This is an optimization exercise on Yosys and OpenROAD, whose aim is small area, not a production implementation. In this exercise RTL edits were held to simulation tests only and were not proved equivalent to the original. Power figures rest on the tool's default switching activity, not on a simulated workload.

Design clock_face_top, start of the top module:
module clock_face_top (
  input  logic        vgaclk,
  input  logic        rst_n,
  input  logic [16:0] now,      
  output logic        hsync,
  output logic        vsync,
  output logic        sync_b,
  output logic [23:0] rgb       
);
Settings: LEC_CHECK=0, ABC_AREA=1, CAP_MARGIN=0, CORE_MARGIN=2, CORE_UTILIZATION=62, CTS_BUF_LIST=sky130_fd_sc_hd__clkbuf_4 sky130_fd_sc_hd__clkbuf_8, CTS_CLUSTER_DIAMETER=60, CTS_CLUSTER_SIZE=20, GPL_TIMING_DRIVEN=0, SLEW_MARGIN=0; clock period 39.7 ns.
standard.sh (not shown) runs the stock make flow with config.mk's settings and CLKGATE_MAP_FILE= SYNTH_SCRIPT=/design/flow/synth_recipe.tcl, a recipe that flattens the netlist after the stock synthesis.
==> flow/flow/run.sh <==
#!/bin/bash
# Own flow: the standard layout (standard.sh) with these changes:
#  - synthesis maps the logic with ABC alone: no Yosys full/half adder
#    extraction (ADDER_MAP_FILE empty) and an area-oriented ABC script
#    (flow/abc_area.script); register inference, names and cell types are
#    those of the standard synthesis
#  - the port buffers are the smallest buffer (buf_1)
#  - clock tree synthesis without dummy loads
set -euo pipefail
W=$PWD
rm -rf "$W/scripts_own"
mkdir -p "$W/scripts_own"
cp -r "$FLOW_HOME/scripts/." "$W/scripts_own/"
cp "$W/flow/abc_area.script" "$W/scripts_own/abc_area.script"
cp "$W/flow/abc_area.script" "$W/scripts_own/abc_speed.script"
# standard.sh's make line, run for the synthesis step with the two changes
MK=$(grep '^make ' "$W/standard.sh" | sed 's/"\${@:-finish}"//')
eval "$MK ADDER_MAP_FILE= SCRIPTS_DIR=$W/scripts_own synth" > "$W/synth_own.log" 2>&1
# everything after synthesis as standard, but for the port buffer cell and
# the clock tree options
export BUFFER_PORTS_ARGS="-buffer_cell sky130_fd_sc_hd__buf_1"
export CTS_ARGS="-sink_clustering_enable -repair_clock_nets -sink_clustering_size 20 -sink_clustering_max_diameter 60 -buf_list sky130_fd_sc_hd__clkbuf_8 -dont_use_dummy_load"
bash "$W/standard.sh" finish > "$W/layout_std.log" 2>&1
==> flow/flow/abc_area.script <==
&get -n
&st
&dch -f
&nf -R 1000
&put
mfs2
&get -n
&st
&dch -f
&nf -R 1000
&put
topo
The first run finished with timing, DRC and antenna clean.
==> next run, changes <==
--- a/flow/flow/run.sh
+++ b/flow/flow/run.sh
@@ -8,0 +9 @@
+#  - synthesis' pass-through buffers removed before placement (flow/pre_gpl.tcl)
@@ -20,0 +22 @@
+export PRE_GLOBAL_PLACE_TCL="$W/flow/pre_gpl.tcl"
--- a/flow/flow/abc_area.script
+++ b/flow/flow/abc_area.script
@@ -2,0 +3 @@
+&deepsyn -T 60
==> flow/flow/pre_gpl.tcl (new file) <==
# before global placement: drop the buffers synthesis put on pass-through
# nets (the port buffers inserted next replace them), as the standard flow
# does when its placement is timing driven
remove_buffers
Result: Worst setup slack gains 0.23 ns. Global-route usage goes down by 0.55 points. Total power goes up by 0.65%.
==> next run, changes <==
--- a/flow/flow/run.sh
+++ b/flow/flow/run.sh
@@ -24 +24 @@
-export CTS_ARGS="-sink_clustering_enable -repair_clock_nets -sink_clustering_size 20 -sink_clustering_max_diameter 60 -buf_list sky130_fd_sc_hd__clkbuf_8 -dont_use_dummy_load"
+export CTS_ARGS="-sink_clustering_enable -repair_clock_nets -sink_clustering_size 20 -sink_clustering_max_diameter 60 -root_buf sky130_fd_sc_hd__clkbuf_8 -buf_list sky130_fd_sc_hd__clkbuf_4 -dont_use_dummy_load"
The changed run passed the timing, DRC and antenna checks.
Count of clock-buffer cells in the layout is unchanged.
Final area falls slightly.
Cell count is unchanged.
Wire length drops slightly.
Critical path depth stays the same.
Global-route usage went down by 0.28 points.

* * *

Another version of the RTL of clock_face_top (not shown whole).
For scale: about 46 I/O pins, ~0.010 mm^2 of cells after synthesis.
==> flow/config.mk <==
export PLATFORM = sky130hd
export DESIGN_NAME = clock_face_top
export DESIGN_NICKNAME = clock_face_top
export VERILOG_FILES = /design/flow/design.v
export SDC_FILE = /design/flow/constraint.sdc
export NUM_CORES = 4
export LEC_CHECK = 0
export ABC_AREA = 1
export CAP_MARGIN = 20
export CORE_MARGIN = 2
export CORE_UTILIZATION = 62
export CTS_BUF_LIST = sky130_fd_sc_hd__clkbuf_16
export CTS_CLUSTER_DIAMETER = 20
export CTS_CLUSTER_SIZE = 4
export SLEW_MARGIN = 20
==> flow/constraint.sdc <==
create_clock -name core_clock -period 39.7 [get_ports {vgaclk}]
set_input_delay 7.9400 -clock core_clock [delete_from_list [all_inputs] [get_ports {vgaclk}]]
set_output_delay 7.9400 -clock core_clock [all_outputs]
set_load 0.01 [all_outputs]
run.sh (not shown) runs the stock make flow with config.mk's settings and CLKGATE_MAP_FILE= SYNTH_SCRIPT=/design/flow/synth_recipe.tcl, a recipe that flattens the netlist after the stock synthesis.
Stock flow here: none of the scripts above is used.
Then changed:
Settings changed: CAP_MARGIN 20 to 0, CTS_BUF_LIST sky130_fd_sc_hd__clkbuf_16 to sky130_fd_sc_hd__clkbuf_4 sky130_fd_sc_hd__clkbuf_8, CTS_CLUSTER_DIAMETER 20 to 60, CTS_CLUSTER_SIZE 4 to 20, SLEW_MARGIN 20 to 0.
The new run produced a clean layout.
Non-clock buffer count stays the same.
Area after synthesis does not change.
Global-route usage shrinks by 0.55 points.
Sequential power barely changes.

* * *

== run A ==
Another version of the RTL of clock_face_top (not shown whole).
For scale: roughly 1600 cells after synthesis, roughly 130 flip-flops, about 46 I/O pins.
clock: 39.7 ns
lec_check: 0
abc_area: 1
cap_margin: 20
core_margin: 2
core_utilization: 62
cts_buf_list: sky130_fd_sc_hd__clkbuf_16
cts_cluster_diameter: 20
cts_cluster_size: 4
slew_margin: 20
Run A: PASS, flow complete, no timing, DRC or antenna violations
Edits applied to the flow inputs when going from run A to run B:
- a deleted ABC_AREA that had been 1
--- outcome ---
- Compared with run A, in run B critical path depth went up; wire length went up; cell area after placement went up; share of power burned in registers went up; post-DP HPWL went down.
- Relative area of clock buffers and inverters in the final design (higher): run A
- STATUS total die area: run B loses against run A
- Commonest non-fill, non-tap cell in the layout = nand2_1: run A; commonest non-fill, non-tap cell in the layout = ha_1: run B
- Against run A as the reference, run B delivers a higher synthesized-area fraction occupied by xor and xnor cells.

* * *

== run 2 ==
clock_face_top, a different RTL version from the one above (not shown whole).
Size: about 1100 cells after synthesis, ~0.0084 mm2 of cells after synthesis.
==> flow/design.v (excerpt) <==
module clock_face_top (
  input  logic        vgaclk,
  input  logic        rst_n,
  input  logic [16:0] now,      
  output logic        hsync,
  output logic        vsync,
  output logic        sync_b,
  output logic [23:0] rgb       
);
  logic [9:0] hc, vc;
  logic [7:0] ady;
  logic       hsync_n, vsync_n, visible;
  logic [5:0] tick_second, tick_minute, tick_hour;
  logic       hit_second, hit_minute, hit_hour;
  vga_timing i_vga_timing (
    .vgaclk  (vgaclk),
    .rst_n   (rst_n),
    .hc      (hc),
    .vc      (vc),
    .hsync_n (hsync_n),
    .vsync_n (vsync_n),
    .visible (visible)
  );
  assign ady = vc[9] ? 8'(-vc) : vc[7:0];
  hand_angle i_hand_angle (
    .vgaclk      (vgaclk),
    .now         (now),
    .sample      (!vsync_n),
    .tick_second (tick_second),
    .tick_minute (tick_minute),
    .tick_hour   (tick_hour)
  );
  hand_raster i_hand_raster (
    .vgaclk      (vgaclk),
    .hc          (hc),
    .ady         (ady),
    .dyneg       (vc[9]),
    .tick_second (tick_second),
    .tick_minute (tick_minute),
    .tick_hour   (tick_hour),
    .hit_second  (hit_second),
    .hit_minute  (hit_minute),
    .hit_hour    (hit_hour)
  );
  face_composer i_face_composer (
    .hsync_n    (hsync_n),
    .vsync_n    (vsync_n),
    .visible    (visible),
    .hc         (hc),
    .ady        (ady),
  ...
clock: 39.7 ns
lec_check: 0
abc_area: 1
cap_margin: 0
core_margin: 2
core_utilization: 62
cts_buf_list: sky130_fd_sc_hd__clkbuf_4 sky130_fd_sc_hd__clkbuf_8
cts_cluster_diameter: 60
cts_cluster_size: 20
slew_margin: 0
standard.sh (not shown) runs the stock make flow with config.mk's settings and CLKGATE_MAP_FILE= SYNTH_SCRIPT=/design/flow/synth_recipe.tcl, a recipe that flattens the netlist after the stock synthesis.
==> flow/flow/run.sh <==
#!/bin/bash
# Own flow: the standard layout (standard.sh), except that synthesis
# maps the logic with ABC alone: no Yosys full/half adder extraction
# (ADDER_MAP_FILE empty) and an area-oriented ABC script (flow/abc_area.script).
# Register inference, names and cell types are those of the standard synthesis.
set -euo pipefail
W=$PWD
rm -rf "$W/scripts_own"
mkdir -p "$W/scripts_own"
cp -r "$FLOW_HOME/scripts/." "$W/scripts_own/"
cp "$W/flow/abc_area.script" "$W/scripts_own/abc_area.script"
cp "$W/flow/abc_area.script" "$W/scripts_own/abc_speed.script"
# standard.sh's make line, run for the synthesis step with the two changes
MK=$(grep '^make ' "$W/standard.sh" | sed 's/"\${@:-finish}"//')
eval "$MK ADDER_MAP_FILE= SCRIPTS_DIR=$W/scripts_own synth" > "$W/synth_own.log" 2>&1
# everything after synthesis as standard
bash "$W/standard.sh" finish > "$W/layout_std.log" 2>&1
==> flow/flow/abc_area.script <==
strash
dch -f
map -a
mfs2
strash
dch -f
map -a
topo
Input changes introduced in run 5 (baseline for comparison: run 2):
==> flow/run.sh (new file) <==
#!/bin/bash
# synth_recipe.tcl (not shown) runs the flow's synth.tcl, then flattens the netlist and writes it again
# the make line also repeats each setting of config.mk as NAME=value (left out here)
make -C /OpenROAD-flow-scripts/flow DESIGN_CONFIG=/design/flow/config.mk WORK_HOME=/design/flow/orfs CLKGATE_MAP_FILE= SYNTH_SCRIPT=/design/flow/synth_recipe.tcl finish
removed: flow/flow/run.sh
removed: flow/flow/abc_area.script
removed: flow/standard.sh
--- outcome ---
When run 5 is measured against run 2, its tightest hold margin turns out 0.0096 ns lower. In the tables for run 5 and run 2, signed area change from the synthesized netlist to the final layout reads higher with run 2. Measured against each other, run 5 and run 2 differ in sum of routed wire segments on met1, the lower figure coming from run 2. In the floorplan summary, run 5 is listed with a die area greater than that of run 2. Per the comparison of run 5 with run 2, cell area now larger, part of the cycle the worst path needs moved down. Against run 2, area of the multi-input gates in run 5 rose by more than a quarter. Higher core area among run 5 and run 2: run 5. On total via count in the routed design, the lower figure sits with run 2, not run 5.

## static timing again, ports no longer ideal
Ports are ideal in the flow. The routed layouts listed here were re-timed in OpenROAD. Step 1 (the two cells are an assumption about what drives the block):
set clk [get_ports {vgaclk}]
set_driving_cell -lib_cell sky130_fd_sc_hd__clkbuf_16 $clk
set_driving_cell -lib_cell sky130_fd_sc_hd__buf_2 [delete_from_list [all_inputs] $clk]
Step 2 adds t to the input delays and takes it off the output delays; t is the mean of the earliest and latest rising clock arrival at the registers after step 1. Input paths then give back, and output paths get back, about the clock's delay inside the block. a / b / c = ideal / step 1 / step 2; a / b = the first two.
run | shift t [ns] | setup WS [ns] | worst register clock-pin slew, ns | worst slew at a driven data input, ns
the first run of note 1 | 0.457 | 24.838 / 24.800 / 25.257 | 0.07 / 0.07 | 0.03
the second run of note 1 | 0.476 | 25.066 / 25.027 / 25.503 | 0.08 / 0.08 | 0.03
the third run of note 1 | 0.442 | 25.118 / 25.079 / 25.521 | 0.12 / 0.12 | 0.03
the first run of note 2 | 0.474 | 26.442 / 26.397 / 26.870 | 0.07 / 0.07 | 0.04
the second run of note 2 | 0.494 | 26.403 / 26.364 / 26.858 | 0.10 / 0.10 | 0.04
run A | 0.478 | 25.647 / 25.600 / 26.079 | 0.07 / 0.07 | 0.04
run B | 0.476 | 25.223 / 25.172 / 25.649 | 0.07 / 0.07 | 0.04
run 2 | 0.491 | 25.050 / 25.009 / 25.500 | 0.10 / 0.10 | 0.03
run 5 | 0.476 | 26.526 / 26.485 / 26.960 | 0.09 / 0.09 | 0.03
After both steps every run listed still meets setup and hold.
